Source: an optimization exercise on an open RTL-to-GDS flow (aim: small area, a short achievable clock period and few clock cycles per item). Production flows keep margins and buffers that such runs may drop.
Where RTL was checked, it was by simulation tests only, not by an equivalence proof against the original.
No activity file was given, so power comes from the tool's default toggle rates.

Setup of JK:
==> flow/design.v (excerpt) <==
module apply_front (
	input logic clk,
	input logic reset,
	input logic in_valid,
	output logic in_ready,
	input logic [3-1:0] in_id,
	input logic in_negate,
	input logic [1:0] in_op,
	input logic [16-1:0] in_f,
	input logic [16-1:0] in_g,
	output logic var_req_valid,
	input logic var_req_ready,
	output logic [16-2:0] var_req_node,
	input logic var_resp_valid,
	input logic [8-1:0] var_resp_var,
	input logic cfg_write,
	input logic [8-1:0] cfg_address,
	input logic [32-1:0] cfg_wdata,
	output logic out_valid,
	input logic out_ready,
	output logic [3-1:0] out_id,
	output logic out_negate,
	output logic [1:0] out_op,
	output logic [16-1:0] out_f,
	output logic [16-1:0] out_g,
	output logic out_hit,
	output logic [16-1:0] out_result,
	output logic [8-1:0] out_top,
	output logic out_fetch_f,
	output logic out_fetch_g,
	output logic out_quantify
);
make LEC_CHECK=0 CAP_MARGIN=20 CORE_MARGIN=2 CORE_UTILIZATION=60 CTS_BUF_LIST=sky130_fd_sc_hd__clkbuf_8 SETUP_SLACK_MARGIN=3.15 SLEW_MARGIN=20 finish   # period 5.5 ns
run.sh (not shown) runs the stock make flow with config.mk's settings and CLKGATE_MAP_FILE= SYNTH_SCRIPT=/design/flow/synth_recipe.tcl, a recipe that flattens the netlist after the stock synthesis.
JK | stages: all done | timing, DRC, antenna: all pass
Testbench counts of JK, summed over its fixed seeds: cycles 9,328, items 4,000.
> inputs changed (JK -> MS)
Settings: CTS_CLUSTER_DIAMETER now 60, previously not set; CTS_CLUSTER_SIZE now 16, previously not set; CORE_UTILIZATION now 40, was 60.
- In MS the setup slack turned out 0.044 ns lower than in JK.
- Taking MS over JK, the die width ratio works out to 1.2.
- Side by side, length of the first detailed-routing pass in iterations turned out higher in MS than in JK.
- Going from JK to MS, the die area was found to have gone up by 22000 µm².
- Post-route cell area was lower in the run labelled MS.
- Total routing resource utilization after global routing ends up lower on MS.
- When MS is measured against JK, its number of buffers and inverters on the critical path turns out 1 lower.
Modified inputs, AL compared to MS
Settings: a change of CTS_BUF_LIST from sky130_fd_sc_hd__clkbuf_8 to sky130_fd_sc_hd__clkbuf_16; a change of CTS_CLUSTER_DIAMETER from 60 to 80; a change of CTS_CLUSTER_SIZE from 16 to 24.
--- outcome ---
Smallest hold slack delta (MS -> AL): insignificant
Status: power share of the combinational group parity (AL, MS)
According to the power report, total power for AL is higher than for MS.
Latest clock arrival within the worst-skew pair in AL is 0.07 ns lower than in MS

========
Another version of the RTL of apply_front (not shown whole).
Size: ~1400 cells after synthesis, roughly 25000 sq um of cells after synthesis.
Settings: LEC_CHECK=0, CAP_MARGIN=20, CORE_MARGIN=2, CORE_UTILIZATION=40, CTS_BUF_LIST=sky130_fd_sc_hd__clkbuf_8, CTS_CLUSTER_DIAMETER=60, CTS_CLUSTER_SIZE=16, SETUP_SLACK_MARGIN=3.25, SLEW_MARGIN=20; clock period 5.5 ns.
The baseline ran to the end with no violations.
Testbench counts at the start, summed over its fixed seeds: cycles 9,328, items 4,000.
Next try:
==> flow/flow/run.sh (new file) <==
#!/bin/bash
# Layout flow: the standard flow, with plain buf_2 cells as the port
# buffers instead of the default choice. Everything else is unchanged.
set -euo pipefail
export BUFFER_PORTS_ARGS="-buffer_cell sky130_fd_sc_hd__buf_2"
bash standard.sh > standard_flow.log 2>&1
==> flow/standard.sh (new file) <==
#!/bin/bash
# synth_recipe.tcl (not shown) runs the flow's synth.tcl, then flattens the netlist and writes it again
# the make line also repeats each setting of config.mk as NAME=value (left out here)
make -C /OpenROAD-flow-scripts/flow DESIGN_CONFIG=/design/flow/config.mk WORK_HOME=/design/flow/orfs CLKGATE_MAP_FILE= SYNTH_SCRIPT=/design/flow/synth_recipe.tcl "${@:-finish}"
--- a/flow/config.mk
+++ b/flow/config.mk
@@ -8,8 +8,8 @@
 export CAP_MARGIN = 20
 export CORE_MARGIN = 2
-export CORE_UTILIZATION = 40
+export CORE_UTILIZATION = 60
 export CTS_BUF_LIST = sky130_fd_sc_hd__clkbuf_8
 export CTS_CLUSTER_DIAMETER = 60
 export CTS_CLUSTER_SIZE = 16
-export SETUP_SLACK_MARGIN = 3.25
+export SETUP_SLACK_MARGIN = 3.15
 export SLEW_MARGIN = 20
removed: flow/run.sh
After rerunning:
- The changed run completed with no timing, DRC or antenna violations
- worst setup slack gets better by 0.077 ns
- cell count drops by roughly a tenth
- critical path depth climbs by 7
- combinational power drops by roughly a tenth
- clock power drops by a few percent
Next try:
==> flow/run.sh (new file) <==
#!/bin/bash
# synth_recipe.tcl (not shown) runs the flow's synth.tcl, then flattens the netlist and writes it again
# the make line also repeats each setting of config.mk as NAME=value (left out here)
make -C /OpenROAD-flow-scripts/flow DESIGN_CONFIG=/design/flow/config.mk WORK_HOME=/design/flow/orfs CLKGATE_MAP_FILE= SYNTH_SCRIPT=/design/flow/synth_recipe.tcl finish
--- a/flow/config.mk
+++ b/flow/config.mk
@@ -8,5 +8,5 @@
 export CAP_MARGIN = 20
 export CORE_MARGIN = 2
-export CORE_UTILIZATION = 60
+export CORE_UTILIZATION = 40
 export CTS_BUF_LIST = sky130_fd_sc_hd__clkbuf_8
 export CTS_CLUSTER_DIAMETER = 60
removed: flow/flow/run.sh
removed: flow/standard.sh
After rerunning: Global-route usage falls by 6.6 points. Total power rises by 3.2%. Worst setup slack is worse by 0.080 ns. Cell area rises by about 4%. Clock power rises by about 14%. Fmax falls by 3.2%. Sequential power stays flat. Die area rises by about 50%. Via count rises by 1.6%.
Next try:
--- a/flow/config.mk
+++ b/flow/config.mk
@@ -8,5 +8,5 @@
 export CAP_MARGIN = 20
 export CORE_MARGIN = 2
-export CORE_UTILIZATION = 40
+export CORE_UTILIZATION = 60
 export CTS_BUF_LIST = sky130_fd_sc_hd__clkbuf_8
 export CTS_CLUSTER_DIAMETER = 60
Worst setup slack improves by 0.086 ns.
Cell area fell by 0.85%.
Total power hardly moves.
Global-route usage rose by 7.7 points.
Utilization rises by 23 points.
Synthesized cell count stays the same.
Flip-flop and latch count stays the same.

========
run A:
Another version of the RTL of apply_front (not shown whole).
Size in the first run: ~2100 cells after synthesis, about 600 flip-flops, roughly 180 I/O pins, ~26000 µm² of cells after synthesis.
clock: 5.5 ns
lec_check: 0
cap_margin: 20
core_margin: 2
core_utilization: 40
cts_buf_list: sky130_fd_sc_hd__clkbuf_4
setup_slack_margin: 3.15
slew_margin: 20
Stock flow here: none of the scripts above is used.
Testbench counts of run A, summed over its fixed seeds: cycles 9,718, items 4,000.
Input changes introduced in run B (baseline for comparison: run A):
- CTS_BUF_LIST changed from sky130_fd_sc_hd__clkbuf_4 to sky130_fd_sc_hd__clkbuf_8
- CORE_UTILIZATION changed from 40 to 60
--- outcome ---
- Going from run A to run B, number of DRC violations after detailed-routing iteration 0 went down by 98; die boundary width has decreased.
- Run B ends up with a final core area utilization that is 24 points higher than in run A.
- From run A to run B the numbers moved as follows: final-layout clock buffer total decreased by about 56% relative to the old numbers; worst setup slack went up; worst hold slack has remained practically unchanged.
- Compared to run A, run B has number of antenna violations at the first check in global routing 1 lower.
- Of run A and run B, run A shows the lower fraction of power consumed by sequential logic, with run B above it.
- Taking run A as the reference, in run B peak clock frequency supported by timing shows an increase of 10%, wire length now sits lower.
> inputs changed (run B -> run C)
- changing CORE_UTILIZATION from 60 to 40
[summary]
Run C ended with every stage complete and zero timing, DRC or antenna violations.
Between run C and run B, fraction of final layout cells with drive strength greater than 1 is higher for run B, run C comes in under that.
Minimum clock period on run C is down relative to run B.
Delta(portion of total power attributed to sequential cells, run C - run B) < 0
Changes observed in run C relative to run B: total via count after detailed routing decreased by 0.71% relative to the old numbers; worst-case setup margin in the final layout rose by 20 ps; number of cells in the finished layout apart from fillers saw an increase.
met3 wire length is higher on run B
Diff run C..run B | sequential power | negligible
Between run C and run B, actual slew at the worst max-slew pin is higher for run B, run C comes in under that.
Hold slack across run C and run B: no real change.

========
== lane 1 ==
Another version of the RTL of apply_front (not shown whole).
Size in the first run: roughly 2,300 cells after synthesis, ~630 flip-flops, about 180 I/O pins, ~28,000 sq um of cells after synthesis.
==> flow/design.v (excerpt) <==
module apply_front (
	input logic clk,
	input logic reset,
	input logic in_valid,
	output logic in_ready,
	input logic [3-1:0] in_id,
	input logic in_negate,
	input logic [1:0] in_op,
	input logic [16-1:0] in_f,
	input logic [16-1:0] in_g,
	output logic var_req_valid,
	input logic var_req_ready,
	output logic [16-2:0] var_req_node,
	input logic var_resp_valid,
	input logic [8-1:0] var_resp_var,
	input logic cfg_write,
	input logic [8-1:0] cfg_address,
	input logic [32-1:0] cfg_wdata,
	output logic out_valid,
	input logic out_ready,
	output logic [3-1:0] out_id,
	output logic out_negate,
	output logic [1:0] out_op,
	output logic [16-1:0] out_f,
	output logic [16-1:0] out_g,
	output logic out_hit,
	output logic [16-1:0] out_result,
	output logic [8-1:0] out_top,
	output logic out_fetch_f,
	output logic out_fetch_g,
	output logic out_quantify
);
clock: 5.5 ns
lec_check: 0
cap_margin: 20
core_margin: 2
core_utilization: 40
setup_slack_margin: 3.0
slew_margin: 20
Changes in lane 2 relative to lane 1:
# lane 1
export LEC_CHECK = 0
export CAP_MARGIN = 20
export CORE_MARGIN = 2
export CORE_UTILIZATION = 40
export SETUP_SLACK_MARGIN = 3.0
export SLEW_MARGIN = 20
create_clock -name core_clock -period 5.5 [get_ports {clk}]
# lane 2
export LEC_CHECK = 0
export CAP_MARGIN = 20
export CORE_MARGIN = 2
export CORE_UTILIZATION = 40
export SETUP_SLACK_MARGIN = 3.3
export SLEW_MARGIN = 20
create_clock -name core_clock -period 5.5 [get_ports {clk}]
==> comparison <==
End point of the critical path = var_fetch_ctrl_i.e_f[43]$_DFFE_PP_: lane 1; end point of the critical path = var_fetch_ctrl_i.e_g[8]$_DFFE_PP_: lane 2
Lane 2 | status: complete | timing, DRC, antenna: pass
Lane 2 vs lane 1 — overall fraction of global-route tracks in use rose 0.52 points.
Summary of lane 2 over lane 1: fraction of power spent switching nets rose 0.33 points; xor/xnor cell area share of the yosys netlist barely changed; met3 global-route usage saw little to no change; count of clock-buffer cells in the layout fell by 1.
No functional check of the RTL was part of any run of this note.

========
Setup of run 1:
apply_front with an RTL version that a note above also has.
Size: ~1400 cells after synthesis, ~180 I/O pins, ~25000 um^2 of cells after synthesis.
clock: 5.5 ns
lec_check: 0
cap_margin: 20
core_margin: 2
core_utilization: 40
cts_buf_list: sky130_fd_sc_hd__clkbuf_8
cts_cluster_diameter: 60
cts_cluster_size: 16
setup_slack_margin: 3.15
slew_margin: 20
standard.sh (not shown) runs the stock make flow with config.mk's settings and CLKGATE_MAP_FILE= SYNTH_SCRIPT=/design/flow/synth_recipe.tcl, a recipe that flattens the netlist after the stock synthesis.
==> flow/flow/run.sh <==
#!/bin/bash
# Layout flow: the standard flow, with plain buf_1 cells as the port
# buffers instead of the default choice. Everything else is unchanged.
set -euo pipefail
export BUFFER_PORTS_ARGS="-buffer_cell sky130_fd_sc_hd__buf_1"
bash standard.sh > standard_flow.log 2>&1
Testbench counts of run 1, summed over its fixed seeds: cycles 9,328, items 4,000.
Input changes introduced in run 2 (baseline for comparison: run 1):
==> flow/flow/run.sh <==
#!/bin/bash
# Layout flow: the standard flow, with plain buf_2 cells as the port
# buffers instead of the default choice, and without the timing repair at
# floorplan (before placement); the repairs after placement, CTS and global
# routing still run. Everything else is unchanged.
set -euo pipefail
export BUFFER_PORTS_ARGS="-buffer_cell sky130_fd_sc_hd__buf_2"
export REMOVE_ABC_BUFFERS=1
bash standard.sh > standard_flow.log 2>&1
--- outcome ---
- The run showing the greater slack of the worst reg-to-reg path is run 1.
- ~same sequential logic power in run 2 and run 1
- Comparing run 2 and run 1, the higher sequential share of layout area was measured on run 2.
- Delta(end-of-flow core utilization, run 2 - run 1) < 0
The inputs of run 3 differ from those of run 2 as listed below.
==> flow/flow/run.sh <==
#!/bin/bash
# Layout flow: the standard flow, with plain buf_2 cells as the port
# buffers instead of the default choice. Everything else is unchanged.
set -euo pipefail
export BUFFER_PORTS_ARGS="-buffer_cell sky130_fd_sc_hd__buf_2"
bash standard.sh > standard_flow.log 2>&1
Notes after the runs:
- Run 3 against run 2: post-synthesis instance area neither gained nor lost much; fmax lost 1.7%.
- Run 2 and run 3 ended up with roughly the same transition time at the pin with the least slew margin.
- As far as clock tree buffer depth is concerned, run 2 and run 3 perform about the same.
- The final reports for run 3 and run 2 show net count reported at finish lower in the former.
- Going from run 2 to run 3, layout overhead on the synthesized area grew by 0.22 points; sequential share of layout area held; final critical-path setup slack moved down; cell count saw little to no change.

========
Another version of the RTL of apply_front (not shown whole).
Size: ~1500 cells after synthesis, roughly 600 flip-flops, about 180 I/O pins, roughly 25000 µm² of cells after synthesis.
Settings: LEC_CHECK=0, CAP_MARGIN=20, CORE_MARGIN=2, CORE_UTILIZATION=40, CTS_BUF_LIST=sky130_fd_sc_hd__clkbuf_8, CTS_CLUSTER_DIAMETER=60, CTS_CLUSTER_SIZE=12, SETUP_SLACK_MARGIN=3.15, SLEW_MARGIN=20; clock period 5.5 ns.
run.sh (not shown) runs the stock make flow with config.mk's settings and CLKGATE_MAP_FILE= SYNTH_SCRIPT=/design/flow/synth_recipe.tcl, a recipe that flattens the netlist after the stock synthesis.
Stock flow here: none of the scripts above is used.
The starting point passed the timing, DRC and antenna checks.
==> next run, changes <==
--- a/flow/config.mk
+++ b/flow/config.mk
@@ -11,5 +11,5 @@
 export CTS_BUF_LIST = sky130_fd_sc_hd__clkbuf_8
 export CTS_CLUSTER_DIAMETER = 60
-export CTS_CLUSTER_SIZE = 12
+export CTS_CLUSTER_SIZE = 16
 export SETUP_SLACK_MARGIN = 3.15
 export SLEW_MARGIN = 20
What happened: Non-clock buffer count rises by 16. Final area climbs by 0.65%. Via count drops by 0.69%. Maximum frequency went down by 3.3%. Setup slack gets worse by 0.087 ns. Clock power shrinks by 7.5%. Hold slack hardly moves. Global-route usage barely changes. Final cell count barely changes.
No functional check of the RTL was part of any run of this note.

========
apply_front, a different RTL version from the one above (not shown whole).
Size in the first run: about 1400 cells after synthesis, about 600 flip-flops, about 0.025 sq mm of cells after synthesis.
export LEC_CHECK = 0
export CAP_MARGIN = 20
export CORE_MARGIN = 2
export CORE_UTILIZATION = 40
export CTS_BUF_LIST = sky130_fd_sc_hd__clkbuf_8
export CTS_CLUSTER_DIAMETER = 60
export CTS_CLUSTER_SIZE = 12
export SETUP_SLACK_MARGIN = 3.05
export SLEW_MARGIN = 20
create_clock -name core_clock -period 5.5 [get_ports {clk}]
Then changed:
CTS_CLUSTER_SIZE = 16   (was 12)
SETUP_SLACK_MARGIN = 3.15   (was 3.05)
Die area stays the same.
Design area went up slightly.
Hold slack degrades by 0.033 ns.
Global-route usage fell by 0.12 points.
Flip-flop and latch count does not change.
Maximum frequency rises slightly.
Clock skew drops by 0.0080 ns.
Sequential share of layout area fell by 0.61 points.
Synthesized cell count does not change.
Then changed:
CTS_CLUSTER_SIZE = 12   (was 16)
Result: Synthesized cell count stays the same; clock power rises by about 4%; wire length climbs by 1.7%; global-route usage stays flat; clock-buffer cell count rises by 9; setup slack is better by 0.034 ns; power came out higher by 0.85%; cell area is higher by 0.46%; utilization is higher by 0.22 points; fmax grows by 1.3%; via count climbs by 0.89%.
No functional check of the RTL was part of any run of this note.

========
v6:
Another version of the RTL of apply_front (not shown whole).
Size: about 2400 cells after synthesis, ~570 flip-flops.
Settings: LEC_CHECK=0, CAP_MARGIN=20, CORE_MARGIN=2, CORE_UTILIZATION=40, SLEW_MARGIN=20; clock period 5.5 ns.
v6 | stages: all done | timing, DRC, antenna: all pass
Testbench counts of v6, summed over its fixed seeds: cycles 9,777, items 4,000.
### v6 -> v7
- SETUP_SLACK_MARGIN: unset -> 3.0
- ABC_CLOCK_PERIOD_IN_PS: unset -> 2500
==> comparison <==
Lower arrival time of data at the critical path endpoint was reported by v7, not v6.
In the route summary, v7 ends up with a via count exceeding that of v6.
Relative to v6, global-route usage has increased by 1.0 points in v7.
As far as layout sequential cell count is concerned, v7 and v6 perform about the same.
v7 leaves more setup margin than v6.
Compared with v6, v7 shows a combinational group share of total power that is 2.7 points higher.
Biggest fanout along the worst timing path: v7 < v6
Delta(minimum period implied by the final worst setup slack, v7 - v6) < 0
[v7] sequential portion of the cell area fell 2.6 points relative to v6
Of v6 and v7, v6 shows the lower area growth from synthesis to layout, with v7 above it.
Between v6 and v7, the flow reports first-pass GRT wire length increasing by a few percent.

[port drivers added, routing unchanged]
No port has a modelled driver above. Below, the same layouts with a new extraction and two added sets of constraints. Step 1, drivers: a clkbuf_16 drives clk and a buf_2 each remaining input, both assumed. Step 2 also shifts input and output timing later by t, the mid clock arrival at the registers, as if the neighbouring blocks saw the same clock. Three values: ideal, step 1, step 2; two values: the first two.
run | shift t [ns] | setup slack, ns | latest minus earliest clock arrival (ns) | slew at the worst register clock pin (ns) | pins driven straight from the clock port
JK | 0.720 | 3.069 / 3.037 / 2.343 | 0.026 / 0.026 | 0.07 / 0.07 | 1
MS | 0.707 | 3.025 / 3.005 / 2.353 | 0.050 / 0.050 | 0.11 / 0.11 | 1
AL | 0.643 | 2.998 / 2.976 / 2.333 | 0.038 / 0.037 | 0.10 / 0.10 | 1
the first run of note 2 | 0.694 | 3.042 / 2.982 / 2.460 | 0.043 / 0.044 | 0.11 / 0.11 | 1
the second run of note 2 | 0.701 | 3.119 / 3.083 / 2.382 | 0.035 / 0.034 | 0.10 / 0.10 | 1
the third run of note 2 | 0.726 | 3.039 / 2.983 / 2.403 | 0.052 / 0.052 | 0.11 / 0.11 | 1
the fourth run of note 2 | 0.690 | 3.125 / 3.074 / 2.422 | 0.030 / 0.031 | 0.11 / 0.11 | 1
run A | 1.020 | 2.840 / 2.780 / 2.102 | 0.082 / 0.081 | 0.07 / 0.07 | 1
run B | 0.733 | 3.093 / 3.039 / 2.349 | 0.032 / 0.032 | 0.06 / 0.06 | 1
run C | 0.772 | 3.112 / 3.050 / 2.353 | 0.062 / 0.062 | 0.07 / 0.07 | 1
lane 1 | 0.668 | 2.743 / 2.733 / 2.065 | 0.038 / 0.039 | 0.06 / 0.06 | 1
lane 2 | 0.665 | 2.752 / 2.777 / 2.112 | 0.033 / 0.033 | 0.06 / 0.06 | 1
run 1 | 0.716 | 3.049 / 2.991 / 2.413 | 0.055 / 0.055 | 0.11 / 0.11 | 1
run 2 | 0.723 | 3.096 / 3.035 / 2.394 | 0.056 / 0.056 | 0.10 / 0.10 | 1
run 3 | 0.718 | 3.055 / 2.997 / 2.429 | 0.061 / 0.061 | 0.11 / 0.11 | 1
the first run of note 6 | 0.742 | 2.920 / 2.938 / 2.196 | 0.068 / 0.068 | 0.09 / 0.09 | 1
the second run of note 6 | 0.714 | 2.833 / 2.850 / 2.137 | 0.072 / 0.073 | 0.11 / 0.11 | 1
the first run of note 7 | 0.746 | 2.919 / 2.919 / 2.250 | 0.069 / 0.069 | 0.09 / 0.09 | 1
the second run of note 7 | 0.716 | 2.929 / 2.947 / 2.249 | 0.060 / 0.061 | 0.11 / 0.11 | 1
the third run of note 7 | 0.749 | 2.963 / 2.987 / 2.246 | 0.061 / 0.060 | 0.09 / 0.09 | 1
v6 | 0.683 | 0.501 / 0.439 / 0.577 | 0.015 / 0.015 | 0.07 / 0.07 | 1
v7 | 0.676 | 1.478 / 1.415 / 1.622 | 0.032 / 0.032 | 0.07 / 0.07 | 1
After both steps setup and hold are still met in every run listed. For run C, which loses most, drivers alone change the setup slack by -0.062 ns; drivers and shift together by -0.759 ns.
